This design comes from an exercise in tuning for small area and a short achievable clock period on the open sky130 flow, not from production work. In this exercise RTL edits were held to simulation tests only and were not proved equivalent to the original. No activity file was given, so power comes from the tool's default toggle rates.

`design/flow/config.mk`:
```
export PLATFORM = sky130hd
export DESIGN_NAME = alu_pipeline_top
export DESIGN_NICKNAME = alu_pipeline_top
export VERILOG_FILES = /design/flow/design.v
export SDC_FILE = /design/flow/constraint.sdc
export NUM_CORES = 4
export LEC_CHECK = 0
export CAP_MARGIN = 20
export CORE_MARGIN = 2
export CORE_UTILIZATION = 55
export CTS_BUF_LIST = sky130_fd_sc_hd__clkbuf_16
export CTS_CLUSTER_DIAMETER = 80
export CTS_CLUSTER_SIZE = 24
export SETUP_SLACK_MARGIN = 2.8
export SLEW_MARGIN = 20
```
`design/flow/constraint.sdc`:
```
create_clock -name core_clock -period 6.0 [get_ports {i_clk}]
set_input_delay 1.2000 -clock core_clock [delete_from_list [all_inputs] [get_ports {i_clk}]]
set_output_delay 1.2000 -clock core_clock [all_outputs]
set_load 0.01 [all_outputs]
```
`design/flow/design.v`:
```
`default_nettype none
package cpu_pkg;
    localparam int XLEN       = 32;
    localparam int REG_ADDR_W = 5;
    localparam int NUM_REGS   = 32;
    localparam int SHAMT_W    = 5;
    typedef logic [XLEN-1:0]       word_t;
    typedef logic [REG_ADDR_W-1:0] reg_addr_t;
    localparam logic [6:0] OPC_OP     = 7'b0110011;
    localparam logic [6:0] OPC_OP_IMM = 7'b0010011;
endpackage
`default_nettype wire
`timescale 1ns/1ps
`default_nettype none
module alu (
    input  logic [7:0]     i_sel,
    input  logic           i_sub,
    input  logic           i_sra,
    input  cpu_pkg::word_t i_a,         
    input  cpu_pkg::word_t i_bx,
    input  logic [3:0]     i_sh_lo,     
    input  logic [3:0]     i_sh_mid,    
    input  logic           i_sh_hi,     
    output cpu_pkg::word_t o_result
);
    cpu_pkg::word_t p;
    cpu_pkg::word_t g;
    logic [32*6-1:0] gp;    
    logic [32*6-1:0] pp;    
    logic [32:0]    carry;
    logic           lt_signed;
    logic           lt_unsigned;
    cpu_pkg::word_t rest;
    cpu_pkg::word_t res_c0;
    cpu_pkg::word_t res_c1;
    cpu_pkg::word_t sh1;
    cpu_pkg::word_t sh2;
    cpu_pkg::word_t sh_out;
    cpu_pkg::word_t sh_rev;
    logic           fill;
    assign p  = i_a ^ i_bx;
    assign g  = i_a & i_bx;
    always_comb begin
        gp[31:0] = {g[31:1], g[0] | (p[0] & i_sub)};
        pp[31:0] = p;
        for (int l = 0; l < 5; l++) begin
            for (int i = 0; i < 32; i++) begin
                if (((i >> l) & 1) == 1) begin
                    gp[(l+1)*32 + i] = gp[l*32 + i] |
                                       (pp[l*32 + i] & gp[l*32 + ((i >> l) << l) - 1]);
                    pp[(l+1)*32 + i] = pp[l*32 + i] & pp[l*32 + ((i >> l) << l) - 1];
                end else begin
                    gp[(l+1)*32 + i] = gp[l*32 + i];
                    pp[(l+1)*32 + i] = pp[l*32 + i];
                end
            end
        end
    end
    assign carry = {gp[6*32-1:5*32], i_sub};
    assign lt_unsigned = ~carry[32];
    assign lt_signed   = (i_a[31] == i_bx[31]) ? i_a[31] : (p[31] ^ carry[31]);
    assign fill   = i_sra & i_a[31] & i_sel[5];
    always_comb begin
        for (int i = 0; i < 32; i++) begin
            sh1[i] = 1'b0;
            for (int k = 0; k < 4; k++) begin
                sh1[i] = sh1[i] | (i_sh_lo[k] & ((i + k < 32) ? i_a[(i + k) % 32] : fill));
            end
        end
        for (int i = 0; i < 32; i++) begin
            sh2[i] = 1'b0;
            for (int k = 0; k < 4; k++) begin
                sh2[i] = sh2[i] | (i_sh_mid[k] & ((i + 4*k < 32) ? sh1[(i + 4*k) % 32] : fill));
            end
        end
        for (int i = 0; i < 32; i++) begin
            sh_out[i] = i_sh_hi ? ((i + 16 < 32) ? sh2[(i + 16) % 32] : fill) : sh2[i];
        end
    end
    always_comb begin
        for (int i = 0; i < 32; i++) begin
            sh_rev[i] = sh_out[31-i];
        end
    end
    assign rest = ({32{i_sel[1]}} & sh_rev)
                | {31'd0, (i_sel[2] & lt_signed) | (i_sel[3] & lt_unsigned)}
                | ({32{i_sel[4]}} & p)
                | ({32{i_sel[5]}} & sh_out)
                | ({32{i_sel[6]}} & (p | g))
                | ({32{i_sel[7]}} & g);
    assign res_c0 = rest | ({32{i_sel[0]}} & p);
    assign res_c1 = rest | ({32{i_sel[0]}} & ~p);
    always_comb begin
        for (int i = 0; i < 32; i++) begin
            o_result[i] = carry[i] ? res_c1[i] : res_c0[i];
        end
    end
endmodule
`default_nettype wire
`timescale 1ns/1ps
`default_nettype none
module ctrl_unit (
    input  cpu_pkg::word_t i_instr,       
    input  logic           i_instr_vld,
    output logic           o_wen,         
    output logic           o_imm_sel,     
    input  logic [31:12]   i_id_instr,    
    input  logic           i_id_imm_sel,
    output logic           o_sub,         
    output cpu_pkg::word_t o_imm
);
    logic [6:0] opcode;
    logic       is_op;
    logic       is_op_imm;
    logic [2:0] funct3;
    assign opcode    = i_instr[6:0];
    assign is_op     = (opcode == cpu_pkg::OPC_OP);
    assign is_op_imm = (opcode == cpu_pkg::OPC_OP_IMM);
    assign o_wen     = i_instr_vld && (is_op || is_op_imm) && (i_instr[11:7] != 5'd0);
    assign o_imm_sel = is_op_imm;
    assign funct3 = i_id_instr[14:12];
    assign o_sub  = (funct3 == 3'b000 && !i_id_imm_sel && i_id_instr[30]) ||
                    (funct3 == 3'b010) || (funct3 == 3'b011);
    assign o_imm = (funct3 == 3'b001 || funct3 == 3'b101) ?
                   {27'd0, i_id_instr[24:20]} :
                   {{20{i_id_instr[31]}}, i_id_instr[31:20]};
endmodule
`default_nettype wire
`timescale 1ns/1ps
`default_nettype none
module reg_file (
    input  logic           i_clk,
    input  logic           i_rst,
    input  logic           i_wr_en,
    input  logic [4:0]     i_wr_addr,
    input  cpu_pkg::word_t i_wr_data,
    output logic [31:1]    o_valid,      
    input  logic [31:1]    i_sel1,
    input  logic [31:1]    i_sel2,
    input  logic           i_byp1,       
    input  logic           i_byp2,       
    input  cpu_pkg::word_t i_byp_data,
    output cpu_pkg::word_t o_rs1_data,
    output cpu_pkg::word_t o_rs2_data
);
    cpu_pkg::word_t regs [1:31];
    logic [31:1]    valid;
    for (genvar i = 1; i < 32; i++) begin : g_reg
        logic we;
        assign we = i_wr_en && (i_wr_addr == i);
        always_ff @(posedge i_clk or posedge i_rst) begin
            if (i_rst) begin
                valid[i] <= 1'b0;
            end else if (we) begin
                valid[i] <= 1'b1;
            end
        end
        always_ff @(posedge i_clk) begin
            if (we) begin
                regs[i] <= i_wr_data;
            end
        end
        assign o_valid[i] = valid[i] | we;
    end
    cpu_pkg::word_t rd1;
    cpu_pkg::word_t rd2;
    always_comb begin
        rd1 = '0;
        rd2 = '0;
        for (int i = 1; i < 32; i++) begin
            rd1 = rd1 | ({32{i_sel1[i]}} & regs[i]);
            rd2 = rd2 | ({32{i_sel2[i]}} & regs[i]);
        end
    end
    assign o_rs1_data = i_byp1 ? i_byp_data : rd1;
    assign o_rs2_data = i_byp2 ? i_byp_data : rd2;
endmodule
`default_nettype wire
`timescale 1ns/1ps
`default_nettype none
module decode_stage (
    input  logic           i_clk,
    input  logic           i_rst,
    input  logic           i_instr_vld,
    input  cpu_pkg::word_t i_instr,
    input  logic           i_wb_vld,
    input  logic [4:0]     i_wb_rd,
    input  cpu_pkg::word_t i_wb_data,
    input  cpu_pkg::word_t i_alu_result,
    output logic           o_ex_vld,
    output logic [4:0]     o_ex_rd,
    output cpu_pkg::word_t o_ex_a,      
    output cpu_pkg::word_t o_ex_b,      
    output logic [3:0]     o_ex_sh_lo,  
    output logic [3:0]     o_ex_sh_mid, 
    output logic           o_ex_sh_hi,  
    output logic [2:0]     o_ex_f3,
    output logic           o_ex_sub,
    output logic           o_ex_sra
);
    logic           s0_wen;
    logic           s0_imm_sel;
    logic [31:7]    s0_instr;
    logic           pre_wen;
    logic           pre_imm_sel;
    logic [4:0]     pre_rs1;
    logic [4:0]     pre_rs2;
    logic           pre_fwd_a;
    logic           pre_fwd_b;
    logic           pre_byp1;
    logic           pre_byp2;
    logic [31:1]    pre_sel1;
    logic [31:1]    pre_sel2;
    logic [31:1]    valid_next;
    logic           if_wen;
    logic           if_imm_sel;
    logic [31:7]    if_instr;
    logic           if_fwd_a;
    logic           if_fwd_b;
    logic           if_byp1;
    logic           if_byp2;
    logic [31:1]    if_sel1;
    logic [31:1]    if_sel2;
    logic           id_sub;
    cpu_pkg::word_t id_imm;
    cpu_pkg::word_t id_rs1_data;
    cpu_pkg::word_t id_rs2_data;
    cpu_pkg::word_t id_a;
    cpu_pkg::word_t id_a_rev;
    cpu_pkg::word_t id_b;
    logic           id_shift;
    ctrl_unit u_ctrl (
        .i_instr      (i_instr),
        .i_instr_vld  (i_instr_vld),
        .o_wen        (pre_wen),
        .o_imm_sel    (pre_imm_sel),
        .i_id_instr   (if_instr[31:12]),
        .i_id_imm_sel (if_imm_sel),
        .o_sub        (id_sub),
        .o_imm        (id_imm)
    );
    always_ff @(posedge i_clk or posedge i_rst) begin
        if (i_rst) begin
            s0_wen   <= 1'b0;
            if_wen   <= 1'b0;
            o_ex_vld <= 1'b0;
        end else begin
            s0_wen   <= pre_wen;
            if_wen   <= s0_wen;
            o_ex_vld <= if_wen;
        end
    end
    always_ff @(posedge i_clk) begin
        s0_imm_sel <= pre_imm_sel;
        s0_instr   <= i_instr[31:7];
    end
    assign pre_rs1   = s0_instr[19:15];
    assign pre_rs2   = s0_instr[24:20];
    assign pre_fwd_a = if_wen && (if_instr[11:7] == pre_rs1);
    assign pre_fwd_b = if_wen && (if_instr[11:7] == pre_rs2) && !s0_imm_sel;
    assign pre_byp1  = o_ex_vld && (o_ex_rd == pre_rs1);
    assign pre_byp2  = o_ex_vld && (o_ex_rd == pre_rs2) && !s0_imm_sel;
    always_comb begin
        for (int i = 1; i < 32; i++) begin
            pre_sel1[i] = (pre_rs1 == i[4:0]) && valid_next[i];
            pre_sel2[i] = (pre_rs2 == i[4:0]) && valid_next[i] && !s0_imm_sel;
        end
    end
    always_ff @(posedge i_clk) begin
        if_imm_sel <= s0_imm_sel;
        if_instr   <= s0_instr;
        if_fwd_a   <= pre_fwd_a;
        if_fwd_b   <= pre_fwd_b;
        if_byp1    <= pre_byp1;
        if_byp2    <= pre_byp2;
        if_sel1    <= pre_sel1;
        if_sel2    <= pre_sel2;
    end
    reg_file u_regs (
        .i_clk       (i_clk),
        .i_rst       (i_rst),
        .i_wr_en     (i_wb_vld),
        .i_wr_addr   (i_wb_rd),
        .i_wr_data   (i_wb_data),
        .o_valid     (valid_next),
        .i_sel1      (if_sel1),
        .i_sel2      (if_sel2),
        .i_byp1      (if_byp1),
        .i_byp2      (if_byp2),
        .i_byp_data  (i_wb_data),
        .o_rs1_data  (id_rs1_data),
        .o_rs2_data  (id_rs2_data)
    );
    assign id_a     = if_fwd_a ? i_alu_result : id_rs1_data;
    assign id_b     = if_fwd_b ? i_alu_result : (id_rs2_data | ({32{if_imm_sel}} & id_imm));
    assign id_shift = (if_instr[13:12] == 2'b01);
    always_comb begin
        for (int i = 0; i < 32; i++) begin
            id_a_rev[i] = id_a[31-i];
        end
    end
    always_ff @(posedge i_clk) begin
        o_ex_rd     <= if_instr[11:7];
        o_ex_a      <= (if_instr[14:12] == 3'b001) ? id_a_rev : id_a;
        o_ex_b      <= id_b ^ {32{id_sub}};
        o_ex_sh_lo  <= id_shift ? (4'd1 << id_b[1:0]) : 4'd0;
        o_ex_sh_mid <= id_shift ? (4'd1 << id_b[3:2]) : 4'd0;
        o_ex_sh_hi  <= id_shift & id_b[4];
        o_ex_f3     <= if_instr[14:12];
        o_ex_sub    <= id_sub;
        o_ex_sra    <= if_instr[30];
    end
endmodule
`default_nettype wire
`timescale 1ns/1ps
`default_nettype none
module execute_stage (
    input  logic           i_clk,
    input  logic           i_rst,
    input  logic           i_ex_vld,
    input  logic [4:0]     i_ex_rd,
    input  cpu_pkg::word_t i_ex_a,
    input  cpu_pkg::word_t i_ex_b,
    input  logic [3:0]     i_ex_sh_lo,
    input  logic [3:0]     i_ex_sh_mid,
    input  logic           i_ex_sh_hi,
    input  logic [2:0]     i_ex_f3,
    input  logic           i_ex_sub,
    input  logic           i_ex_sra,
    output cpu_pkg::word_t o_alu_result,
    output logic           o_wb_vld,
    output logic [4:0]     o_wb_rd,
    output cpu_pkg::word_t o_wb_data
);
    cpu_pkg::word_t alu_result;
    alu u_alu (
        .i_sel    (8'd1 << i_ex_f3),
        .i_sub    (i_ex_sub),
        .i_sra    (i_ex_sra),
        .i_a      (i_ex_a),
        .i_bx     (i_ex_b),
        .i_sh_lo  (i_ex_sh_lo),
        .i_sh_mid (i_ex_sh_mid),
        .i_sh_hi  (i_ex_sh_hi),
        .o_result (alu_result)
    );
    assign o_alu_result = alu_result;
    always_ff @(posedge i_clk or posedge i_rst) begin
        if (i_rst) begin
            o_wb_vld <= 1'b0;
        end else begin
            o_wb_vld <= i_ex_vld;
        end
    end
    always_ff @(posedge i_clk) begin
        o_wb_rd   <= i_ex_rd;
        o_wb_data <= alu_result;
    end
endmodule
`default_nettype wire
`timescale 1ns/1ps
`default_nettype none
module alu_pipeline_top (
    input  logic               i_clk,
    input  logic               i_rst,
    input  logic               i_instr_vld,
    input  cpu_pkg::word_t     i_instr,
    output logic               o_wb_vld,
    output cpu_pkg::reg_addr_t o_wb_rd,
    output cpu_pkg::word_t     o_wb_data
);
    logic           ex_vld;
    logic [4:0]     ex_rd;
    cpu_pkg::word_t ex_a;
    cpu_pkg::word_t ex_b;
    logic [3:0]     ex_sh_lo;
    logic [3:0]     ex_sh_mid;
    logic           ex_sh_hi;
    logic [2:0]     ex_f3;
    logic           ex_sub;
    logic           ex_sra;
    cpu_pkg::word_t alu_result;
    decode_stage u_decode (
        .i_clk        (i_clk),
        .i_rst        (i_rst),
        .i_instr_vld  (i_instr_vld),
        .i_instr      (i_instr),
        .i_wb_vld     (o_wb_vld),
        .i_wb_rd      (o_wb_rd),
        .i_wb_data    (o_wb_data),
        .i_alu_result (alu_result),
        .o_ex_vld     (ex_vld),
        .o_ex_rd      (ex_rd),
        .o_ex_a       (ex_a),
        .o_ex_b       (ex_b),
        .o_ex_sh_lo   (ex_sh_lo),
        .o_ex_sh_mid  (ex_sh_mid),
        .o_ex_sh_hi   (ex_sh_hi),
        .o_ex_f3      (ex_f3),
        .o_ex_sub     (ex_sub),
        .o_ex_sra     (ex_sra)
    );
    execute_stage u_execute (
        .i_clk        (i_clk),
        .i_rst        (i_rst),
        .i_ex_vld     (ex_vld),
        .i_ex_rd      (ex_rd),
        .i_ex_a       (ex_a),
        .i_ex_b       (ex_b),
        .i_ex_sh_lo   (ex_sh_lo),
        .i_ex_sh_mid  (ex_sh_mid),
        .i_ex_sh_hi   (ex_sh_hi),
        .i_ex_f3      (ex_f3),
        .i_ex_sub     (ex_sub),
        .i_ex_sra     (ex_sra),
        .o_alu_result (alu_result),
        .o_wb_vld     (o_wb_vld),
        .o_wb_rd      (o_wb_rd),
        .o_wb_data    (o_wb_data)
    );
endmodule
`default_nettype wire
```
`design/flow/run.sh`:
```
#!/bin/bash
# synth_recipe.tcl (not shown) runs the flow's synth.tcl, then flattens the netlist and writes it again
# the make line also repeats each setting of config.mk as NAME=value (left out here)
make -C /OpenROAD-flow-scripts/flow DESIGN_CONFIG=/design/flow/config.mk WORK_HOME=/design/flow/orfs CLKGATE_MAP_FILE= SYNTH_SCRIPT=/design/flow/synth_recipe.tcl finish
```
==> summary.txt, run 1 <==
antenna violations before repair=16; required time of the critical path=~6700 ps; first-pass detailed-route iteration total=22; largest voltage drop on the vdd net=0.000239 V; commonest non-fill, non-tap cell in the layout=sky130_fd_sc_hd__edfxtp_1; depth of the most critical reg-to-reg path=8; Worst EP arrival=4090 ps; detailed-route vias per instance=approximately 8.6; class of the worst hold path=flip-flop to flip-flop; final critical-path setup slack=about 2600 ps; clock group share of total power=32.1%; Detail Placement HPWL=154 mm; Mapped Cells=4,105; via total after detailed routing=roughly 48k; final hold slack=roughly 330 ps; Fmax=291 MHz; maximum fanout encountered on the critical timing path=19; initial core utilization=between 50 and 60%; net switching power figure=3420 uW; top-area cell type share of the netlist area=around 55%; share of synthesized area occupied by flip-flops and latches=between 60 and 70%; switching power share of the total=22.7%; register area=between 30,000 and 40,000 sq um; routed length per instance=48.6 um; result of the run=finished clean; DRT antenna net count=0; Layout Skew=46.5 ps; FILL cells=7,502; ys async rst share=2.78%; vias in the first global route=43.4k; most frequently used flop master after synthesis=sky130_fd_sc_hd__edfxtp_1; static power due to leakage=0.0215 uW; wire length of the first global-routing pass=approximately 360 mm; clock transition at the registers of the reported paths=around 100 ps; remaining max-slew budget at the tightest pin=9.76%; post-route minimum period=3440 ps; number of distinct library cells after synthesis=88; combined area of all synthesized cells=54,100 sq um; Initial DRC Count=about 13k; Final Routed Wirelength=268 mm; Synth area leader=sky130_fd_sc_hd__edfxtp_1; Comb power frac=4.1%; per-instance average area after synthesis=~13 sq um; Top-Level Pins=73; core box area=roughly 98,000 sq um; WHS Path Cells=0; setup TNS after final layout=0 ps; sequential share of power=63.8%; number of register bits inferred by synthesis=1,260; Cell Count Post-Placement=~5.4k; endpoint class of the critical path=flip-flop; unrepaired setup endpoints after global routing=true; clock sinks=1,260; number of maximum-capacitance violations=0; sum of overflow across all layers after global routing=0; count of flip-flops with a built-in enable after synthesis=992; Post-Layout Cell Count=between 5k and 6k; detailed-route DRC error count=0; Max Buffers Root-to-Sink=3; die area=101,000 sq um; post-route core utilization=61.2%; Post-Place Setup Slack=2110 ps; Synth warnings=5; footprint of the multi-input gates=17,800 sq um; Cell Rows=~120; transition time of the tightest slew-check pin=1350 ps; Area Overhead vs Synth=10.9%; Final Net Count=approximately 4.3k; final hold violation count=0; final number of max-transition violations=0; synth top area cells=sky130_fd_sc_hd__edfxtp_1 55%, sky130_fd_sc_hd__dfxtp_1 8.6%, sky130_fd_sc_hd__a22oi_1 7.3%; CTS Buf Count=61; final weighted congestion in routability-driven placement=between 1 and 1.5; root buffer selected by CTS=sky130_fd_sc_hd__clkbuf_16; Clock H-tree levels=2; die boundary height=318 um; Synth Net Count=between 4k and 5k; critical path startpoint category=flip-flop; internal power of the cells=11,600 uW; critical path type=flip-flop to flip-flop; largest net degree at the start of global routing=47; final period utilization=approximately 57%; TritonCTS clock tree=yes; worst skew pair latency=780 ps; top library cells by usage in the layout, fill and taps aside=992 x sky130_fd_sc_hd__edfxtp_1, 521 x sky130_fd_sc_hd__a22oi_1, 249 x sky130_fd_sc_hd__a22o_1, 249 x sky130_fd_sc_hd__a221oi_1, 184 x sky130_fd_sc_hd__buf_4; horizontal die dimension=318 um; layout cells sized above 1=13.1%; number of port buffers=72; final setup violating endpoints=0; aggregate global-route resource usage=51.2%; power density of the placed cells=251 nW/um^2
## synth_stat cells, drive strengths merged (5+ instances only)
cell / number
nor2b: 17
a221o: 8
a21oi: 167
a211oi: 48
dfrtp: 35
inv: 153
a21o: 11
o32ai: 16
dfxtp: 233
mux2i: 29
a31oi: 12
edfxtp: 992
xor2: 17
nand2b: 18
o31ai: 6
nor2: 175
a22oi: 527
o211ai: 6
nand3: 101
a2111oi: 6
nor3b: 7
a21boi: 5
a222oi: 36
clkbuf: 237
a22o: 249
and2: 6
a221oi: 251
nand2: 120
nor4: 53
and3: 12
nor3: 78
o21ai: 66
ha: 64
o221ai: 16
or2: 8
buf: 54
o22ai: 20
xnor2: 54
nand4: 136
## power groups by stage
stage	sequential (uW)	clock, uW	combinational (uW)
after floorplan	9820	0	249
after global placement	9800	0	536
after detailed placement	9810	0	545
after CTS	9600	4750	573
after global routing	9610	5060	652
final	9600	4830	619
## path summary, 6_finish.rpt
| check | from | end | slack [ps] |
|---|---|---|---|
| setup / recovery | u_decode.if_sel2[19]$_DFF_P_ | u_decode.o_ex_b[16]$_DFF_P_ | 2560 |
| hold / removal | u_decode.s0_instr[9]$_DFF_P_ | u_decode.if_instr[9]$_DFF_P_ | 330 |
| setup reg to reg | u_decode.if_sel2[19]$_DFF_P_ | u_decode.o_ex_b[16]$_DFF_P_ | 2560 |
| hold reg to reg | u_decode.s0_instr[9]$_DFF_P_ | u_decode.if_instr[9]$_DFF_P_ | 330 |
| max in group asynchronous | i_rst | u_decode.o_ex_vld$_DFF_PP0_ | 4800 |
| min in group asynchronous | i_rst | u_decode.u_regs.valid[3]$_DFFE_PP0P_ | 870 |
## final cells by class
class                           instances  area share [%]
Antenna cell                           14          0.0584
Clock buffer                           63            2.63
Clock inverter                         42           0.407
Inverter                              156           0.976
Multi-Input combinational cell       2398            29.7
Sequential cell                      1260            59.2
Tap cell                             1287            2.68
Timing Repair Buffer                  286            4.30
## timing repair
| item | in CTS | in global routing |
|---|---|---|
| pin swaps | 14 | 16 |
| endpoints found under the setup margin | 82 | 89 |
| buffers inserted | 8 | 15 |
| gates resized for setup | 115 | 90 |
| endpoints found under the hold margin | 0 | 0 |
| hold buffers | 0 | 0 |
## kinds of logic (layout without fill, tap and decap cells)
logic type / count (synthesis) / in the layout / synth area share (%)
xor gates and xnor gates: 71 / 71 / 1.15
and+or+nand+nor: 746 / 746 / 6.97
muxes: 33 / 33 / 0.662
DFF: 1260 / 1260 / 65.3
adders and majority gates: 64 / 64 / 1.48
buffers and inverters: 447 / 547 / 3.14
AOI/OAI and AO/OA: 1484 / 1484 / 21.3
other: 0 / 14 / 0
## metal layers
| layer | global-route usage (%) | share of wire (%) | wire, um |
|---|---|---|---|
| met5 | 1.65 | 0.15 | 392 |
| met4 | 36.0 | 10 | 27100 |
| met3 | 25.2 | 19 | 51700 |
| met2 | 68.9 | 38 | 103000 |
| met1 | 63.9 | 32 | 85600 |
## sequential cells by signal, indices dropped and copies added (netlist names), 3 cells and up
register and cells:
u_decode.o_ex_rd 5, u_decode.u_regs.valid 31, u_decode.o_ex_sh_lo 4, u_decode.o_ex_sh_mid 4
u_decode.s0_instr 25, u_decode.o_ex_a 32, u_decode.if_sel2 31, u_decode.o_ex_f3 3
u_execute.o_wb_data 32, u_decode.if_sel1 31, u_decode.u_regs.regs 992, u_decode.o_ex_b 32
u_execute.o_wb_rd 5, u_decode.if_instr 20
## critical path, stage by stage (launching register included)
cell and delay, ps:
sky130_fd_sc_hd__dfxtp_2 940, sky130_fd_sc_hd__buf_4 620, sky130_fd_sc_hd__a22o_1 220, sky130_fd_sc_hd__a221oi_1 50, sky130_fd_sc_hd__nand4_1 150, sky130_fd_sc_hd__nor4_1 70
sky130_fd_sc_hd__a21oi_1 830, sky130_fd_sc_hd__o22ai_1 210, sky130_fd_sc_hd__xnor2_1 200
## per-stage QoR
step	power [uW]	instance area, sq um
2_1_floorplan	10100	54100
3_3_place_gp	10300	57100
3_5_place_dp	10400	57200
4_1_cts	14900	59500
5_1_grt	15300	60000
6_report	15100	60000
==> run 2: changes to the inputs <==
--- a/design/flow/config.mk
+++ b/design/flow/config.mk
@@ -11,5 +11,5 @@
 export CTS_BUF_LIST = sky130_fd_sc_hd__clkbuf_16
 export CTS_CLUSTER_DIAMETER = 80
 export CTS_CLUSTER_SIZE = 24
-export SETUP_SLACK_MARGIN = 2.8
+export SETUP_SLACK_MARGIN = 3.3
 export SLEW_MARGIN = 20
==> run 2 against run 1 <==
  * Still clean
  * First-iteration DRC count up 5.6%
  * Power rose by 3.7%
  * Utilization grew 4.1 points
  * Synthesized cell count did not move
  * Sequential power decreased by 0.4%
  * Hold slack hardly changed
  * Setup slack gained 190 ps
  * Count of clock-buffer cells in the layout is 7 higher
  * Global-route usage up 2.7 points
  * Critical path depth stayed put
  * Clock power up 6.8%
  * Flip-flop and latch count unchanged
  * Critical path type unchanged
  * Critical endpoint is now u_decode.o_ex_a[2]$_DFF_P_
==> summary.txt, run 2 <==
root buffer selected by CTS=sky130_fd_sc_hd__clkbuf_16; first-pass detailed-route iteration total=14 (-36%); DRT antenna net count=0 (unchanged); synth top area cells=sky130_fd_sc_hd__edfxtp_1 55%, sky130_fd_sc_hd__dfxtp_1 8.6%, sky130_fd_sc_hd__a22oi_1 7.3%; register-to-register setup slack=2750 ps (+190 ps); power density of the placed cells=244 nW/um^2 (-2.7%); CTS Buf Count=66 (+8.2%); cell area reported after detailed placement=57,300 sq um (+0.20%); die boundary height=318 um (unchanged); remaining max-slew budget at the tightest pin=3.90% (-5.9 points); number of maximum-capacitance violations=0 (unchanged); worst skew pair latency=700 ps (-80 ps); max reg flops=992 (unchanged); detailed-route DRC error count=0 (unchanged); required time of the critical path=6590 ps (-60 ps); combined area of all synthesized cells=54,100 sq um (unchanged); RR Startpoint=u_decode.if_sel1[17]$_DFF_P_; via total after detailed routing=49.2k (+3.5%); FILL cells=7,125 (-5.0%); final hold slack=333 ps (+0.188 ps); critical path startpoint category=flip-flop; most flop-heavy register=u_decode.u_regs.regs; hold path startpoint=u_decode.s0_instr[29]$_DFF_P_; Synth warnings=5 (unchanged); die area=101,000 sq um (unchanged); Clock H-tree levels=3 (+1); final period utilization=54.2% (-3.1 points); Cell Rows=115 (unchanged); Detail Placement HPWL=157 mm (+2.1%); number of distinct library cells after synthesis=88 (unchanged); count of hold buffers inserted by post-cts repair=0 (unchanged); setup TNS after final layout=0 ps (unchanged); result of the run=finished clean; maximum fanout encountered on the critical timing path=21 (+2); Final Net Count=4,445 (+4.3%); number of register bits inferred by synthesis=1,260 (unchanged); count of flip-flops with a built-in enable after synthesis=992 (unchanged); sum of overflow across all layers after global routing=0 (unchanged); Initial DRC Count=13.4k (+5.6%); largest net degree at the start of global routing=48 (+2.1%); most frequently used flop master after synthesis=sky130_fd_sc_hd__edfxtp_1; Top-Level Pins=73 (unchanged); hold endpoint=u_decode.if_instr[29]$_DFF_P_; antenna violations before repair=12 (-4); wire length of the first global-routing pass=373 mm (+4.9%); Mapped Cells=4,105 (unchanged); routed length per instance=49.0 um (+0.70%); Synth area leader=sky130_fd_sc_hd__edfxtp_1; Final Routed Wirelength=279 mm (+4.4%); Layout Skew=37.1 ps (-9.43 ps); depth of the most critical reg-to-reg path=8 (unchanged); Max Buffers Root-to-Sink=3 (unchanged); unrepaired setup endpoints after global routing=true; Area Overhead vs Synth=18.3%; class of the worst hold path=flip-flop to flip-flop; critical path type=flip-flop to flip-flop; clock transition at the registers of the reported paths=90 ps (about the same); aggregate global-route resource usage=53.9% (+2.7 points); Fmax=308 MHz (+5.8%); layout cells sized above 1=21.9% (+8.8 points); top library cells by usage in the layout, fill and taps aside=992 x sky130_fd_sc_hd__edfxtp_1, 509 x sky130_fd_sc_hd__a22oi_1, 279 x sky130_fd_sc_hd__buf_4, 249 x sky130_fd_sc_hd__a22o_1, 244 x sky130_fd_sc_hd__a221oi_1; final setup violating endpoints=0 (unchanged); TritonCTS clock tree=yes; static power due to leakage=0.0231 uW (+7.4%); ys async rst share=2.78% (unchanged); top-area cell type share of the netlist area=55.1% (unchanged); per-instance average area after synthesis=13.2 sq um (unchanged); initial core utilization=55.2% (unchanged); WHS Path Cells=0 (unchanged); final hold violation count=0 (unchanged); core box area=98,000 sq um (unchanged); vias in the first global route=45.4k (+4.6%); detailed-route vias per instance=8.62 (-0.10%); clock sinks=1,260 (unchanged); share of synthesized area occupied by flip-flops and latches=65.3% (unchanged); final instance area=64,000 sq um (+6.6%); Synth Net Count=4,204 (unchanged); endpoint class of the critical path=flip-flop; final number of max-transition violations=0 (unchanged); count leader, synth=sky130_fd_sc_hd__edfxtp_1; Reg2Reg Capture Point=u_decode.o_ex_a[2]$_DFF_P_; largest voltage drop on the vdd net=0.000359 V (+50%); horizontal die dimension=318 um (unchanged); commonest cells in the netlist=992 x sky130_fd_sc_hd__edfxtp_1, 526 x sky130_fd_sc_hd__a22oi_1, 250 x sky130_fd_sc_hd__a221oi_1; number of port buffers=72 (unchanged); Worst EP arrival=3840 ps (-250 ps); final weighted congestion in routability-driven placement=1.03 (+0.32%); post-route minimum period=3250 ps (-188 ps); commonest non-fill, non-tap cell in the layout=sky130_fd_sc_hd__edfxtp_1; transition time of the tightest slew-check pin=1440 ps (+87.9 ps)
[run 2: changes by cell type in the layout (fill, tap and decap cells not counted), sizes merged, moves of 3 or more]
cell,change
buf,+163
clkdlybuf4s50,-27
bufbuf,+17
diode,+16
clkbuf,+14
clkdlybuf4s15,+14
dlygate4sd2,+6
clkinv,-3
[run 2: layout make-up]
class / instances / area [sq um] / area share, %
clock buffer: 70 / 1750 / 2.74
tap: 1287 / 1610 / 2.52
antenna: 30 / 75.1 / 0.117
sequential: 1260 / 35700 / 55.8
timing repair buffer: 464 / 4830 / 7.55
inverter: 156 / 596 / 0.931
clock inverter: 41 / 279 / 0.436
multi-input combinational: 2398 / 19100 / 29.9
[run 2: through the flow]
stage | power, uW | util, % | std cells | setup slack [ps]
after detailed placement | 10400 | 58.5 | 5359 | 2190
after global routing | 15900 | 65.2 | 5676 | 2810
after floorplan | 10100 | - | 4105 | 3250
after global placement | 10300 | 58.4 | 5357 | 2080
final | 15600 | 65.3 | 5706 | 2750
after CTS | 15500 | 64.0 | 5613 | 2880
[run 2: kinds of logic (layout without fill, tap and decap cells)]
group                      Yosys count  in the layout  synth area share [%]
other                                0             30                     0
AOI/OAI and AO/OA                 1484           1484                  21.3
adders and majority gates           64             64                  1.48
DFF                               1260           1260                  65.3
buffers and inverters              447            731                  3.14
muxes                               33             33                 0.662
xor gates and xnor gates            71             71                  1.15
and+or+nand+nor                    746            746                  6.97
[run 2: power breakdown]
part | leakage [uW] | switching [uW] | internal [uW]
sequential | 0.0130 | 84.6 | 9470
combinational | 0.00894 | 541 | 355
clock | 0.00109 | 2930 | 2230
[run 2: how the worst max path moves through the flow]
stage                                       startpoint                          end  slack (ps)  depth (start not counted)
after floorplan           u_execute.o_wb_vld$_DFF_PP0_  u_decode.if_sel1[2]$_DFF_P_        3250                          5
after global placement      u_decode.o_ex_a[0]$_DFF_P_  u_decode.o_ex_a[13]$_DFF_P_        2080                         12
after detailed placement    u_decode.o_ex_a[0]$_DFF_P_  u_decode.o_ex_b[12]$_DFF_P_        2190                         12
after CTS                   u_decode.o_ex_b[0]$_DFF_P_   u_decode.o_ex_a[4]$_DFF_P_        2880                         12
after global routing        u_decode.o_ex_a[0]$_DFF_P_   u_decode.o_ex_a[4]$_DFF_P_        2810                         12
final                     u_decode.if_sel1[17]$_DFF_P_   u_decode.o_ex_a[2]$_DFF_P_        2750                          8
[run 2: routing by layer]
metal	up-vias	GRT usage, %	part of all wire, %
li1	17316	-	-
met1	23393	64.8	31
met2	6368	71.7	38
met3	2102	29.3	19
met4	23	41.2	11
met5	-	1.70	0.15
[run 2: critical path, stage by stage, from the launching register on]
cell and delay, ps:
sky130_fd_sc_hd__dfxtp_2 840, sky130_fd_sc_hd__buf_4 720, sky130_fd_sc_hd__a22o_1 250, sky130_fd_sc_hd__a221oi_1 60, sky130_fd_sc_hd__nand3_1 120, sky130_fd_sc_hd__nor4_1 80, sky130_fd_sc_hd__a211oi_1 770, sky130_fd_sc_hd__nor2_1 80
sky130_fd_sc_hd__o22ai_1 210
[run 2: repair_timing]
item / in CTS / in global routing
resized for setup: 497 / 164
pin swaps: 86 / 70
buffers inserted: 126 / 61
cloned: 17 / 2
endpoints found under the setup margin: 328 / 139
==> run 3: changes to the inputs <==
--- a/design/flow/design.v
+++ b/design/flow/design.v
@@ -162,18 +162,14 @@
         end
         assign o_valid[i] = valid[i] | we;
     end
-    cpu_pkg::word_t rd1;
-    cpu_pkg::word_t rd2;
     always_comb begin
-        rd1 = '0;
-        rd2 = '0;
+        o_rs1_data = {32{i_byp1}} & i_byp_data;
+        o_rs2_data = {32{i_byp2}} & i_byp_data;
         for (int i = 1; i < 32; i++) begin
-            rd1 = rd1 | ({32{i_sel1[i]}} & regs[i]);
-            rd2 = rd2 | ({32{i_sel2[i]}} & regs[i]);
+            o_rs1_data = o_rs1_data | ({32{i_sel1[i]}} & regs[i]);
+            o_rs2_data = o_rs2_data | ({32{i_sel2[i]}} & regs[i]);
         end
     end
-    assign o_rs1_data = i_byp1 ? i_byp_data : rd1;
-    assign o_rs2_data = i_byp2 ? i_byp_data : rd2;
 endmodule
 `default_nettype wire
 `timescale 1ns/1ps
@@ -258,12 +254,13 @@
     assign pre_rs2   = s0_instr[24:20];
     assign pre_fwd_a = if_wen && (if_instr[11:7] == pre_rs1);
     assign pre_fwd_b = if_wen && (if_instr[11:7] == pre_rs2) && !s0_imm_sel;
-    assign pre_byp1  = o_ex_vld && (o_ex_rd == pre_rs1);
-    assign pre_byp2  = o_ex_vld && (o_ex_rd == pre_rs2) && !s0_imm_sel;
+    assign pre_byp1  = o_ex_vld && (o_ex_rd == pre_rs1) && !pre_fwd_a;
+    assign pre_byp2  = o_ex_vld && (o_ex_rd == pre_rs2) && !pre_fwd_b && !s0_imm_sel;
     always_comb begin
         for (int i = 1; i < 32; i++) begin
-            pre_sel1[i] = (pre_rs1 == i[4:0]) && valid_next[i];
-            pre_sel2[i] = (pre_rs2 == i[4:0]) && valid_next[i] && !s0_imm_sel;
+            pre_sel1[i] = (pre_rs1 == i[4:0]) && valid_next[i] && !pre_fwd_a && !pre_byp1;
+            pre_sel2[i] = (pre_rs2 == i[4:0]) && valid_next[i] && !pre_fwd_b && !pre_byp2 &&
+                          !s0_imm_sel;
         end
     end
     always_ff @(posedge i_clk) begin
@@ -291,8 +288,8 @@
         .o_rs1_data  (id_rs1_data),
         .o_rs2_data  (id_rs2_data)
     );
-    assign id_a     = if_fwd_a ? i_alu_result : id_rs1_data;
-    assign id_b     = if_fwd_b ? i_alu_result : (id_rs2_data | ({32{if_imm_sel}} & id_imm));
+    assign id_a     = id_rs1_data | ({32{if_fwd_a}} & i_alu_result);
+    assign id_b     = id_rs2_data | ({32{if_fwd_b}} & i_alu_result) | ({32{if_imm_sel}} & id_imm);
     assign id_shift = (if_instr[13:12] == 2'b01);
     always_comb begin
         for (int i = 0; i < 32; i++) begin
--- a/design/flow/config.mk
+++ b/design/flow/config.mk
@@ -11,5 +11,5 @@
 export CTS_BUF_LIST = sky130_fd_sc_hd__clkbuf_16
 export CTS_CLUSTER_DIAMETER = 80
 export CTS_CLUSTER_SIZE = 24
-export SETUP_SLACK_MARGIN = 3.3
+export SETUP_SLACK_MARGIN = 2.8
 export SLEW_MARGIN = 20
==> run 3 against run 2 <==
  * Die area is 0.63% lower
  * Critical path depth unchanged
  * Hold slack got worse by 2.3 ps
  * Cell count decreased by 4.3%
  * Global-route usage shrank 2.5 points
  * Routed wire length is 5.6% lower
  * Highest routed layer unchanged
==> summary.txt, run 3 <==
result of the run=finished clean; final weighted congestion in routability-driven placement=1.10 (+6.9%); footprint of the multi-input gates=18,100 sq um (-5.6%); Initial DRC Count=12.8k (-4.0%); layout cells sized above 1=14.0% (-7.8 points); final number of max-transition violations=0 (unchanged); antenna violations before repair=10 (-2); clock transition at the registers of the reported paths=100 ps (about the same); number of maximum-capacitance violations=0 (unchanged); largest voltage drop on the vdd net=0.000313 V (-13%); cell area reported after detailed placement=56,600 sq um (-1.3%); final period utilization=55.7% (+1.5 points); synth top area cells=sky130_fd_sc_hd__edfxtp_1 55%, sky130_fd_sc_hd__a22oi_1 11%, sky130_fd_sc_hd__dfxtp_1 8.7%; remaining max-slew budget at the tightest pin=8.63% (+4.7 points); Max Buffers Root-to-Sink=3 (unchanged); critical path startpoint category=flip-flop; share of synthesized area occupied by flip-flops and latches=65.7% (+0.42 points); core box area=96,700 sq um (-1.3%); post-route minimum period=3340 ps (+92.3 ps); commonest non-fill, non-tap cell in the layout=sky130_fd_sc_hd__edfxtp_1; Post-Layout Cell Count=5,459 (-4.3%); combined area of all synthesized cells=53,800 sq um (-0.63%); Final Net Count=4,222 (-5.0%); count leader, synth=sky130_fd_sc_hd__edfxtp_1; Reg2Reg Capture Point=u_decode.o_ex_b[17]$_DFF_P_; unrepaired setup endpoints after global routing=true; sum of overflow across all layers after global routing=0 (unchanged); top-area cell type share of the netlist area=55.4% (+0.35 points); Top-Level Pins=73 (unchanged); endpoint class of the critical path=flip-flop; WHS Path Cells=0 (unchanged); clock sinks=1,260 (unchanged); Cell Rows=114 (-0.87%); root buffer selected by CTS=sky130_fd_sc_hd__clkbuf_16; hold endpoint=u_decode.if_instr[11]$_DFF_P_; FILL cells=7,389 (+3.7%); class of the worst hold path=flip-flop to flip-flop; top library cells by usage in the layout, fill and taps aside=992 x sky130_fd_sc_hd__edfxtp_1, 771 x sky130_fd_sc_hd__a22oi_1, 175 x sky130_fd_sc_hd__buf_4, 166 x sky130_fd_sc_hd__a22o_1, 160 x sky130_fd_sc_hd__a221oi_1; final hold violation count=0 (unchanged); final setup violating endpoints=0 (unchanged); setup TNS after final layout=0 ps (unchanged); Synth warnings=5 (unchanged); most flop-heavy register=u_decode.u_regs.regs; first-pass detailed-route iteration total=15 (+1); Mapped Cells=4,054 (-1.2%); die area=100,000 sq um (-0.63%); Synth Net Count=4,153 (-1.2%); per-instance average area after synthesis=13.3 sq um (+0.62%); most frequently used flop master after synthesis=sky130_fd_sc_hd__edfxtp_1; Post-Place Setup Slack=1980 ps (-206 ps); hold path startpoint=u_decode.s0_instr[11]$_DFF_P_; Synth area leader=sky130_fd_sc_hd__edfxtp_1; initial core utilization=55.6% (+0.38 points); detailed-route DRC error count=0 (unchanged); number of register bits inferred by synthesis=1,260 (unchanged); commonest cells in the netlist=992 x sky130_fd_sc_hd__edfxtp_1, 781 x sky130_fd_sc_hd__a22oi_1, 233 x sky130_fd_sc_hd__dfxtp_1; ys async rst share=2.78% (unchanged); largest net degree at the start of global routing=65 (+35%); critical path type=flip-flop to flip-flop; CTS Buf Count=67 (+1.5%); aggregate global-route resource usage=51.4% (-2.5 points); register area=35,600 sq um (-0.48%); transition time of the tightest slew-check pin=1360 ps (-83.5 ps); Fmax=299 MHz (-2.8%); Layout Skew=45.3 ps (+8.23 ps); RR Startpoint=u_decode.if_sel2[21]$_DFF_P_; post-route core utilization=62.3% (-3.0 points); highest cell delay on the worst timing path=1040 ps (+200 ps); wire length of the first global-routing pass=350 mm (-6.2%); DRT antenna net count=0 (unchanged); list of cells traversed by the critical path=buf_4 -> a22o_1 -> a221oi_1 -> nand3_1 -> nor4_1 -> nand2_1 -> a21oi_1 -> xnor2_1; Cell Count Post-Placement=5,276 (-1.5%); worst skew pair latency=710 ps (about the same); depth of the most critical reg-to-reg path=8 (unchanged); power density of the placed cells=255 nW/um^2 (+4.3%); via total after detailed routing=47.5k (-3.5%); Worst EP arrival=3900 ps (+60 ps); count of flip-flops with a built-in enable after synthesis=992 (unchanged); final instance area=60,300 sq um (-5.8%); horizontal die dimension=317 um (-0.31%); max reg flops=992 (unchanged); Area Overhead vs Synth=12.1%; Final Routed Wirelength=264 mm (-5.6%); detailed-route vias per instance=8.70 (+0.86%); Detail Placement HPWL=149 mm (-5.2%); cell with the biggest individual delay on the critical path=sky130_fd_sc_hd__nor4_1; vias in the first global route=43.4k (-4.5%); number of distinct library cells after synthesis=78 (-11%); final critical-path setup slack=2660 ps (-92.3 ps); number of port buffers=72 (unchanged); routed length per instance=48.4 um (-1.3%); maximum fanout encountered on the critical timing path=18 (-14%); die boundary height=317 um (-0.31%); register-to-register setup slack=2660 ps (-90 ps); static power due to leakage=0.0214 uW (-7.0%); Clock H-tree levels=3 (unchanged); TritonCTS clock tree=yes; required time of the critical path=6550 ps (-40 ps)
[run 3: cell count changes in the layout (fill, tap and decap cells not counted), moves of 32 or more]
cell | previous run | this run
sky130_fd_sc_hd__a22oi_1 | 509 | 771
sky130_fd_sc_hd__buf_4 | 279 | 175
sky130_fd_sc_hd__a221oi_1 | 244 | 160
sky130_fd_sc_hd__a22o_1 | 249 | 166
sky130_fd_sc_hd__dfxtp_4 | 89 | 37
sky130_fd_sc_hd__a21oi_1 | 122 | 82
sky130_fd_sc_hd__buf_12 | 40 | 5
sky130_fd_sc_hd__dfxtp_1 | 97 | 129
[run 3: worst max path at each step]
stage / start / to / slack, ps
2_1_floorplan: u_decode.o_ex_a[18]$_DFF_P_ / u_decode.o_ex_a[24]$_DFF_P_ / 2920
3_3_place_gp: u_decode.o_ex_sh_lo[0]$_SDFF_PP0_ / u_decode.o_ex_a[6]$_DFF_P_ / 1120
3_5_place_dp: u_decode.o_ex_sh_lo[0]$_SDFF_PP0_ / u_decode.o_ex_a[6]$_DFF_P_ / 1980
4_1_cts: u_decode.o_ex_f3[2]$_DFF_P_ / u_decode.o_ex_b[4]$_DFF_P_ / 2710
5_1_grt: u_decode.o_ex_a[0]$_DFF_P_ / u_decode.o_ex_a[29]$_DFF_P_ / 2740
6_report: u_decode.if_sel2[21]$_DFF_P_ / u_decode.o_ex_b[17]$_DFF_P_ / 2660
[run 3: worst max-delay path: cells and delay by family (launching register included)]
family / cells / cell delay [ps]
xor+xnor: 1 / 90
compound gates: 3 / 690
simple gates: 3 / 1280
flops: 1 / 640
buf+inv: 1 / 480
[run 3: metrics by stage]
stage          hold slack, ps  power, uW
3_3_place_gp              313      10300
5_1_grt                   340      15600
3_5_place_dp              313      10300
6_report                  331      15300
2_1_floorplan             310      10000
4_1_cts                   333      15200
[run 3: cell families (layout without fill, tap and decap cells)]
kind of cell	after synthesis	in the layout	synth area share, %
AO/OA/AOI/OAI	1456	1456	20.8
flip-flops	1260	1260	65.7
AND/OR/NAND/NOR	760	760	7.29
buffers and inverters	407	522	2.87
XOR/XNOR	70	70	1.14
adder cells (fa/ha/maj)	64	64	1.49
multiplexers	37	37	0.722
other	0	14	0
[run 3: power breakdown]
group	leakage, uW	internal, uW	switching [uW]
clock network	0.00111	2200	2980
registers	0.0130	9480	92.5
logic	0.00733	196	395
total	0.0214	11900	3470
[run 3: cell type report]
class,count,share of cell area (%)
diodes,14,0.0581
clock buffers,70,2.91
clock inverters,45,0.527
inverters,129,0.816
multi-input cells,2387,30.0
flip-flops and latches,1260,59.0
well taps,1276,2.65
repair buffers,278,4.11
[run 3: routing by layer]
layer	wire (um)	track usage, %
met1	84400	64.1
met4	26000	32.1
met2	99100	67.3
met5	1130	4.64
met3	53400	30.1
[run 3: what timing repair did]
action	in CTS	in global routing
buffers inserted	16	35
hold buffers	0	0
endpoints found under the setup margin	110	90
gates resized for setup	152	115
gates cloned	0	0
pin swaps	21	28
endpoints found under the hold margin	0	0
==> run 4: changes to the inputs <==
--- a/design/flow/config.mk
+++ b/design/flow/config.mk
@@ -5,11 +5,11 @@
 export SDC_FILE = /design/flow/constraint.sdc
 export NUM_CORES = 4
 export LEC_CHECK = 0
-export CAP_MARGIN = 20
+export CAP_MARGIN = 50
 export CORE_MARGIN = 2
 export CORE_UTILIZATION = 55
 export CTS_BUF_LIST = sky130_fd_sc_hd__clkbuf_16
 export CTS_CLUSTER_DIAMETER = 80
 export CTS_CLUSTER_SIZE = 24
 export SETUP_SLACK_MARGIN = 2.8
-export SLEW_MARGIN = 20
+export SLEW_MARGIN = 50
==> run 4 against run 3 <==
  * Area after synthesis unchanged
  * Sequential power is essentially flat
  * Critical path depth rose by 2
  * Via count shrank 0.30%
  * Count of clock-buffer cells in the layout decreased by 1
  * Utilization increased by 0.60 points
  * Still clean
  * Clock power up 2%
  * Combinational power about the same
  * Setup slack gained 130 ps
  * Sequential share of layout area shrank 0.52 points
==> summary.txt, run 4 <==
result of the run=finished clean; Layout Skew=60.6 ps (+15.3 ps); horizontal die dimension=317 um (unchanged); worst skew pair latency=710 ps (about the same); number of port buffers=72 (unchanged); top-area cell type share of the netlist area=55.4% (unchanged); via total after detailed routing=47.3k (-0.30%); number of buffers and inverters on the critical path=1 (unchanged); endpoint class of the critical path=flip-flop; register-to-register setup slack=2780 ps (+130 ps); DRT antenna net count=0 (unchanged); Area Overhead vs Synth=13.2%; largest net degree at the start of global routing=65 (unchanged); Synth warnings=5 (unchanged); required time of the critical path=6600 ps (+50 ps); final period utilization=53.6% (-2.1 points); critical path type=flip-flop to flip-flop; maximum fanout encountered on the critical timing path=30 (+12); layout cells sized above 1=14.7% (+0.64 points); hold endpoint=u_decode.if_instr[8]$_DFF_P_; detailed-route DRC error count=0 (unchanged); share of synthesized area occupied by flip-flops and latches=65.7% (unchanged); final hold violation count=0 (unchanged); RR Startpoint=u_decode.o_ex_sh_lo[3]$_SDFF_PP0_; final hold slack=333 ps (+2.15 ps); routed length per instance=48.2 um (-0.27%); class of the worst hold path=flip-flop to flip-flop; final number of max-transition violations=0 (unchanged); commonest non-fill, non-tap cell in the layout=sky130_fd_sc_hd__edfxtp_1; clock transition at the registers of the reported paths=100 ps (about the same); setup TNS after final layout=0 ps (unchanged); cell with the biggest individual delay on the critical path=sky130_fd_sc_hd__a221oi_1; final weighted congestion in routability-driven placement=1.10 (unchanged); clock group share of total power=34.2% (+0.4 points); static power due to leakage=0.0217 uW (+1.2%); most flop-heavy register=u_decode.u_regs.regs; core box area=96,700 sq um (unchanged); aggregate global-route resource usage=51.5% (+0.15 points); crit-path leading delay family=compound AO/OA/AOI/OAI gates; first-pass detailed-route iteration total=15 (unchanged); count of hold buffers inserted by post-cts repair=0 (unchanged); vias in the first global route=43.7k (+0.73%); post-route minimum period=3220 ps (-127 ps); final setup violating endpoints=0 (unchanged); Max Buffers Root-to-Sink=3 (unchanged); antenna violations before repair=7 (-3); sequential share of power=62.0% (-0.4 points); most frequently used flop master after synthesis=sky130_fd_sc_hd__edfxtp_1; Final Routed Wirelength=264 mm (about the same); root buffer selected by CTS=sky130_fd_sc_hd__clkbuf_16; remaining max-slew budget at the tightest pin=38.3% (+30 points); TritonCTS clock tree=yes; list of cells traversed by the critical path=buf_4 -> a22o_1 -> or2_1 -> a22o_1 -> a2111oi_4 -> a211o_1 -> a31oi_1 -> a211o_1 -> a221oi_1 -> xnor2_1; CTS Buf Count=67 (unchanged); commonest cells in the netlist=992 x sky130_fd_sc_hd__edfxtp_1, 781 x sky130_fd_sc_hd__a22oi_1, 233 x sky130_fd_sc_hd__dfxtp_1; die area=100,000 sq um (unchanged); depth of the most critical reg-to-reg path=10 (+2); initial core utilization=55.6% (unchanged); Synth Net Count=4,153 (unchanged); top library cells by usage in the layout, fill and taps aside=992 x sky130_fd_sc_hd__edfxtp_1, 770 x sky130_fd_sc_hd__a22oi_1, 166 x sky130_fd_sc_hd__a22o_1, 160 x sky130_fd_sc_hd__a221oi_1, 151 x sky130_fd_sc_hd__nand4_1; switching power share of the total=22.6% (-0.055 points); detailed-route vias per instance=8.65 (-0.54%); Detail Placement HPWL=153 mm (+2.3%); number of distinct library cells after synthesis=78 (unchanged); Top-Level Pins=73 (unchanged); largest voltage drop on the vdd net=0.000302 V (-3.5%); net switching power figure=3480 uW (+0.37%); Cell Rows=114 (unchanged); transition time of the tightest slew-check pin=926 ps (-432 ps); Synth area leader=sky130_fd_sc_hd__edfxtp_1; clock sinks=1,260 (unchanged); hold path startpoint=u_decode.s0_instr[8]$_DFF_P_; number of register bits inferred by synthesis=1,260 (unchanged); count leader, synth=sky130_fd_sc_hd__edfxtp_1; count of flip-flops with a built-in enable after synthesis=992 (unchanged); Final Net Count=4,239 (+0.40%); Reg2Reg Capture Point=u_decode.o_ex_b[9]$_DFF_P_; combined area of all synthesized cells=53,800 sq um (unchanged); Clock H-tree levels=3 (unchanged); Comb power frac=3.8% (about the same); die boundary height=317 um (unchanged); number of maximum-capacitance violations=0 (unchanged); ys async rst share=2.78% (unchanged); WHS Path Cells=0 (unchanged); unrepaired setup endpoints after global routing=true; max reg flops=992 (unchanged); internal power of the cells=12,000 uW (+0.68%); highest cell delay on the worst timing path=540 ps (-500 ps); power density of the placed cells=254 nW/um^2 (-0.35%); synth top area cells=sky130_fd_sc_hd__edfxtp_1 55%, sky130_fd_sc_hd__a22oi_1 11%, sky130_fd_sc_hd__dfxtp_1 8.7%; Mapped Cells=4,054 (unchanged); critical path startpoint category=flip-flop; sum of overflow across all layers after global routing=0 (unchanged); per-instance average area after synthesis=13.3 sq um (unchanged); Initial DRC Count=13.1k (+1.7%); FILL cells=7,209 (-2.4%); Fmax=311 MHz (+4.0%); Worst EP arrival=3820 ps (-80 ps); wire length of the first global-routing pass=351 mm (+0.33%)
==> run 4: cell types whose count changed in the layout (fill, tap and decap cells not counted), sizes merged <==
cell          previous run  this run
buf                    204       221
bufinv                   0         3
diode                   14        10
inv                    166       167
clkinv                   6         4
clkbuf                  72        71
clkinvlp                 2         1
dlymetal6s2s             1         4
dlygate4sd2              7         4
==> run 4: power groups by stage <==
stage	clock [uW]	combinational (uW)	sequential (uW)
6_report	5270	592	9570
5_1_grt	5500	627	9570
4_1_cts	5210	547	9560
3_5_place_dp	0	522	9770
3_3_place_gp	0	509	9770
2_1_floorplan	0	224	9800
==> run 4: logic make-up after synthesis <==
| group | count (synthesis) | synth area share (%) |
|---|---|---|
| compound gates | 1456 | 20.8 |
| xor+xnor | 70 | 1.14 |
| fa+ha+maj | 64 | 1.49 |
| buf+inv | 407 | 2.87 |
| flops | 1260 | 65.7 |
| mux | 37 | 0.722 |
| simple gates | 760 | 7.29 |
==> run 4: worst max-delay path by stage <==
stage               slack [ps]                           to                               from  depth (start not counted)
CTS                       2770   u_decode.o_ex_a[1]$_DFF_P_        u_decode.o_ex_a[21]$_DFF_P_                         13
finish                    2780   u_decode.o_ex_b[9]$_DFF_P_  u_decode.o_ex_sh_lo[3]$_SDFF_PP0_                         10
global route              2740   u_decode.o_ex_b[9]$_DFF_P_  u_decode.o_ex_sh_lo[3]$_SDFF_PP0_                         10
global placement          1120   u_decode.o_ex_a[6]$_DFF_P_  u_decode.o_ex_sh_lo[0]$_SDFF_PP0_                          9
detailed placement        2020   u_decode.o_ex_a[7]$_DFF_P_        u_decode.o_ex_a[16]$_DFF_P_                         11
floorplan                 2920  u_decode.o_ex_a[24]$_DFF_P_        u_decode.o_ex_a[18]$_DFF_P_                         11
==> run 4: layout make-up <==
| type | count | area [sq um] | area share (%) |
|---|---|---|---|
| repair buffers | 295 | 2910 | 4.78 |
| multi-input cells | 2387 | 18100 | 29.8 |
| clock inverters | 46 | 393 | 0.646 |
| inverters | 129 | 489 | 0.804 |
| diodes | 10 | 25.0 | 0.0411 |
| well taps | 1276 | 1600 | 2.62 |
| flip-flops and latches | 1260 | 35600 | 58.5 |
| clock buffers | 69 | 1730 | 2.84 |
==> run 4: what timing repair did <==
action                                  4_1_cts  5_1_grt
resized for setup                           131      123
pin swaps                                    18       28
setup buffers                                19       23
endpoints found under the setup margin      100       75
==> run 4: metal layers <==
layer / global-route usage [%] / part of all wire [%] / wire length [um]
met5: 3.08 / 0.14 / 370
met2: 67.3 / 38 / 99100
met4: 33.9 / 10 / 26300
met1: 64.0 / 32 / 85000
met3: 30.1 / 20 / 53100
==> run 4: through the flow <==
| stage | util [%] | cell area, sq um | total power (uW) | setup WS, ps | std cells |
|---|---|---|---|---|---|
| finish | 62.9 | 60900 | 15400 | 2780 | 5472 |
| global route | 62.9 | 60800 | 15700 | 2740 | 5463 |
| CTS | 62.1 | 60100 | 15300 | 2770 | 5437 |
| detailed placement | 59.2 | 57200 | 10300 | 2020 | 5303 |
| global placement | 58.4 | 56500 | 10300 | 1120 | 5275 |
| floorplan | - | 53800 | 10000 | 2920 | 4054 |
==> run 5: changes to the inputs <==
--- a/design/flow/config.mk
+++ b/design/flow/config.mk
@@ -11,5 +11,5 @@
 export CTS_BUF_LIST = sky130_fd_sc_hd__clkbuf_16
 export CTS_CLUSTER_DIAMETER = 80
 export CTS_CLUSTER_SIZE = 24
-export SETUP_SLACK_MARGIN = 2.8
+export SETUP_SLACK_MARGIN = 3.0
 export SLEW_MARGIN = 50
==> run 5 against run 4 <==
  * Still clean on timing, DRC and antenna
  * Sequential share of layout area decreased by 0.88 points
  * Flip-flop and latch count unchanged
  * Fmax increased by 0.24%
  * Global-route usage increased by 0.65 points
  * Routed wire length increased by 1.2%
  * Non-clock buffer count increased by 58
  * Critical endpoint is now u_decode.o_ex_b[21]$_DFF_P_
==> summary.txt, run 5 <==
first-pass detailed-route iteration total=22 (+7); endpoint class of the critical path=flip-flop; Synth area leader=sky130_fd_sc_hd__edfxtp_1; cell with the most instances on the worst path=sky130_fd_sc_hd__buf_4; number of port buffers=72 (unchanged); Synth Net Count=4,153 (unchanged); Max Buffers Root-to-Sink=3 (unchanged); static power due to leakage=0.0222 uW (+2.2%); synth top area cells=sky130_fd_sc_hd__edfxtp_1 55%, sky130_fd_sc_hd__a22oi_1 11%, sky130_fd_sc_hd__dfxtp_1 8.7%; critical path type=flip-flop to flip-flop; number of maximum-capacitance violations=0 (unchanged); list of cells traversed by the critical path=buf_4 -> a22o_1 -> a221oi_1 -> nand3_1 -> nor4_2 -> buf_4 -> nand2_1 -> a21oi_1 -> xnor2_1; Top-Level Pins=73 (unchanged); Worst EP arrival=3800 ps (-20 ps); final period utilization=53.5% (-0.13 points); Detail Placement HPWL=152 mm (-0.19%); detailed-route DRC error count=0 (unchanged); DRT antenna net count=0 (unchanged); most flop-heavy register=u_decode.u_regs.regs; horizontal die dimension=317 um (unchanged); Final Net Count=4,291 (+1.2%); final hold slack=327 ps (-6.23 ps); Synth warnings=5 (unchanged); combined area of all synthesized cells=53,800 sq um (unchanged); count of flip-flops with a built-in enable after synthesis=992 (unchanged); commonest cells in the netlist=992 x sky130_fd_sc_hd__edfxtp_1, 781 x sky130_fd_sc_hd__a22oi_1, 233 x sky130_fd_sc_hd__dfxtp_1; maximum fanout encountered on the critical timing path=21 (-30%); worst skew pair latency=790 ps (+80 ps); die area=100,000 sq um (unchanged); cell with the biggest individual delay on the critical path=sky130_fd_sc_hd__nor4_2; clock sinks=1,260 (unchanged); Mapped Cells=4,054 (unchanged); number of distinct library cells after synthesis=78 (unchanged); final weighted congestion in routability-driven placement=1.10 (-0.35%); commonest non-fill, non-tap cell in the layout=sky130_fd_sc_hd__edfxtp_1; Final Routed Wirelength=267 mm (+1.2%); per-instance average area after synthesis=13.3 sq um (unchanged); max reg flops=992 (unchanged); required time of the critical path=6590 ps (about the same); transition time of the tightest slew-check pin=911 ps (-15.4 ps); layout cells sized above 1=17.0% (+2.3 points); sum of overflow across all layers after global routing=0 (unchanged); final setup violating endpoints=0 (unchanged); final hold violation count=0 (unchanged); count of hold buffers inserted by post-cts repair=0 (unchanged); result of the run=finished clean; core box area=96,700 sq um (unchanged); via total after detailed routing=48.0k (+1.3%); antenna violations before repair=10 (+3); clock transition at the registers of the reported paths=90 ps (about the same); count leader, synth=sky130_fd_sc_hd__edfxtp_1; Cell Rows=114 (unchanged); top-area cell type share of the netlist area=55.4% (unchanged); root buffer selected by CTS=sky130_fd_sc_hd__clkbuf_16; Post-Layout Cell Count=5,542 (+1.3%); Initial DRC Count=12.9k (-1.1%); setup TNS after final layout=0 ps (unchanged); PnR Total Power=15,000 uW (-2.6%); initial core utilization=55.6% (unchanged); class of the worst hold path=flip-flop to flip-flop; remaining max-slew budget at the tightest pin=39.3% (+1.0 points); largest voltage drop on the vdd net=0.000249 V (-18%); ys async rst share=2.78% (unchanged); Fmax=312 MHz (+0.24%); top library cells by usage in the layout, fill and taps aside=992 x sky130_fd_sc_hd__edfxtp_1, 772 x sky130_fd_sc_hd__a22oi_1, 165 x sky130_fd_sc_hd__a22o_1, 161 x sky130_fd_sc_hd__buf_4, 158 x sky130_fd_sc_hd__a221oi_1; vias in the first global route=44.0k (+0.73%); Clock H-tree levels=2 (-1); wire length of the first global-routing pass=355 mm (+1.1%); TritonCTS clock tree=yes; Cell Count Post-Placement=5,308 (+0.094%); detailed-route vias per instance=8.65 (about the same); final number of max-transition violations=0 (unchanged); critical path startpoint category=flip-flop; highest cell delay on the worst timing path=570 ps (+30 ps); unrepaired setup endpoints after global routing=true; post-route minimum period=3210 ps (-7.67 ps); power density of the placed cells=243 nW/um^2 (-4.2%); CTS Buf Count=61 (-9.0%); routed length per instance=48.2 um (about the same); largest net degree at the start of global routing=53 (-18%); Layout Skew=87.5 ps (+26.9 ps); share of synthesized area occupied by flip-flops and latches=65.7% (unchanged); number of register bits inferred by synthesis=1,260 (unchanged); most frequently used flop master after synthesis=sky130_fd_sc_hd__edfxtp_1; die boundary height=317 um (unchanged); Area Overhead vs Synth=15.1%; aggregate global-route resource usage=52.2% (+0.65 points)
[run 5: cell counts after synthesis]
No cell type changed its count.
[run 5: kinds of logic (layout without fill, tap and decap cells)]
family / count (synthesis) / count (layout) / synth area share [%]
AOI/OAI and AO/OA: 1456 / 1456 / 20.8
DFF: 1260 / 1260 / 65.7
and+or+nand+nor: 760 / 760 / 7.29
buffers and inverters: 407 / 598 / 2.87
xor gates and xnor gates: 70 / 70 / 1.14
adders and majority gates: 64 / 64 / 1.49
muxes: 37 / 37 / 0.722
other: 0 / 21 / 0
[run 5: power breakdown]
part | leakage (uW) | switching, uW | internal (uW)
registers | 0.0130 | 82.4 | 9470
clock network | 0.00106 | 2920 | 1920
logic | 0.00810 | 417 | 221
total | 0.0222 | 3420 | 11600
[run 5: worst paths after layout]
| path | startpoint | endpoint | slack [ps] | depth (start not counted) |
|---|---|---|---|---|
| worst min-delay path | u_decode.s0_instr[7]$_DFF_P_ | u_decode.if_instr[7]$_DFF_P_ | 330 | 0 |
| worst max register to register | u_decode.if_sel2[21]$_DFF_P_ | u_decode.o_ex_b[21]$_DFF_P_ | 2790 | 9 |
| min in group asynchronous | i_rst | u_decode.u_regs.valid[24]$_DFFE_PP0P_ | 850 | 3 |
| worst max-delay path | u_decode.if_sel2[21]$_DFF_P_ | u_decode.o_ex_b[21]$_DFF_P_ | 2790 | 9 |
| max in group asynchronous | i_rst | u_decode.u_regs.valid[12]$_DFFE_PP0P_ | 4780 | 3 |
| worst min register to register | u_decode.s0_instr[7]$_DFF_P_ | u_decode.if_instr[7]$_DFF_P_ | 330 | 0 |
[run 5: cell type report]
type	count	area [sq um]
tap	1276	1600
inverter	129	488
antenna	21	52.6
clock buffer	62	1550
clock inverter	54	320
fill	7166	34800
sequential	1260	35600
timing repair buffer	353	3780
multi-input combinational	2387	18500
[run 5: per-stage QoR]
stage | instance area, sq um | utilization, % | setup WS, ps
after floorplan | 53800 | - | 3000
after global placement | 56500 | 58.4 | 1320
after detailed placement | 57400 | 59.4 | 1990
after CTS | 61000 | 63.1 | 2830
after global routing | 61800 | 63.9 | 2820
final | 61900 | 64.0 | 2790
[run 5: metal layers]
layer  up-vias  track usage [%]  part of all wire, %
li1      16922                -                    -
met1     22861             65.3                   32
met2      6157             68.2                   38
met3      1997             29.6                   20
met4        26             33.9                  9.5
met5         -             4.55                 0.24
[run 5: repair_timing]
item | 4_1_cts | 5_1_grt
gates resized for setup | 315 | 100
endpoints found under the hold margin | 0 | 0
buffers inserted | 51 | 42
setup endpoints to repair | 140 | 69
pin swaps | 37 | 40
cloned | 3 | 0
[run 5: worst max-delay path, delay by kind of cell, from the launching register on]
kind / cells / cell delay [ps]
AOI/OAI and AO/OA: 3 / 780
xor gates and xnor gates: 1 / 90
buffers and inverters: 2 / 720
DFF: 1 / 540
and+or+nand+nor: 3 / 850

-- static timing again, ports no longer ideal --
The results above use ideal ports. As a check the final layouts listed here were re-extracted and re-timed, cells and wires unchanged.
Step 1 assumes that a clkbuf_16 drives the clock port and a buf_2 every other input.
Step 2 adds t to the input delays and takes it off the output delays; t is the mean of the earliest and latest rising clock arrival at the registers after step 1. Input paths then give back, and output paths get back, about the clock's delay inside the block.
a / b / c = ideal ports / drivers / drivers and shift; a / b = the first two.
| run | shift t [ns] | setup WS [ns] | worst hold slack (ns) | worst setup path at the end | pins driven straight from the clock port |
|---|---|---|---|---|---|
| run 1 | 0.828 | 2.560 / 2.560 / 2.560 | 0.333 / 0.333 / 0.333 | register to register | 1 |
| run 2 | 0.763 | 2.749 / 2.749 / 2.749 | 0.333 / 0.333 / 0.333 | register to register | 1 |
| run 3 | 0.759 | 2.656 / 2.656 / 2.656 | 0.331 / 0.331 / 0.331 | register to register | 1 |
| run 4 | 0.762 | 2.783 / 2.751 / 2.783 | 0.333 / 0.333 / 0.333 | register to register | 1 |
| run 5 | 0.822 | 2.791 / 2.791 / 2.791 | 0.327 / 0.327 / 0.327 | register to register | 1 |
After both steps every run listed still meets setup and hold.
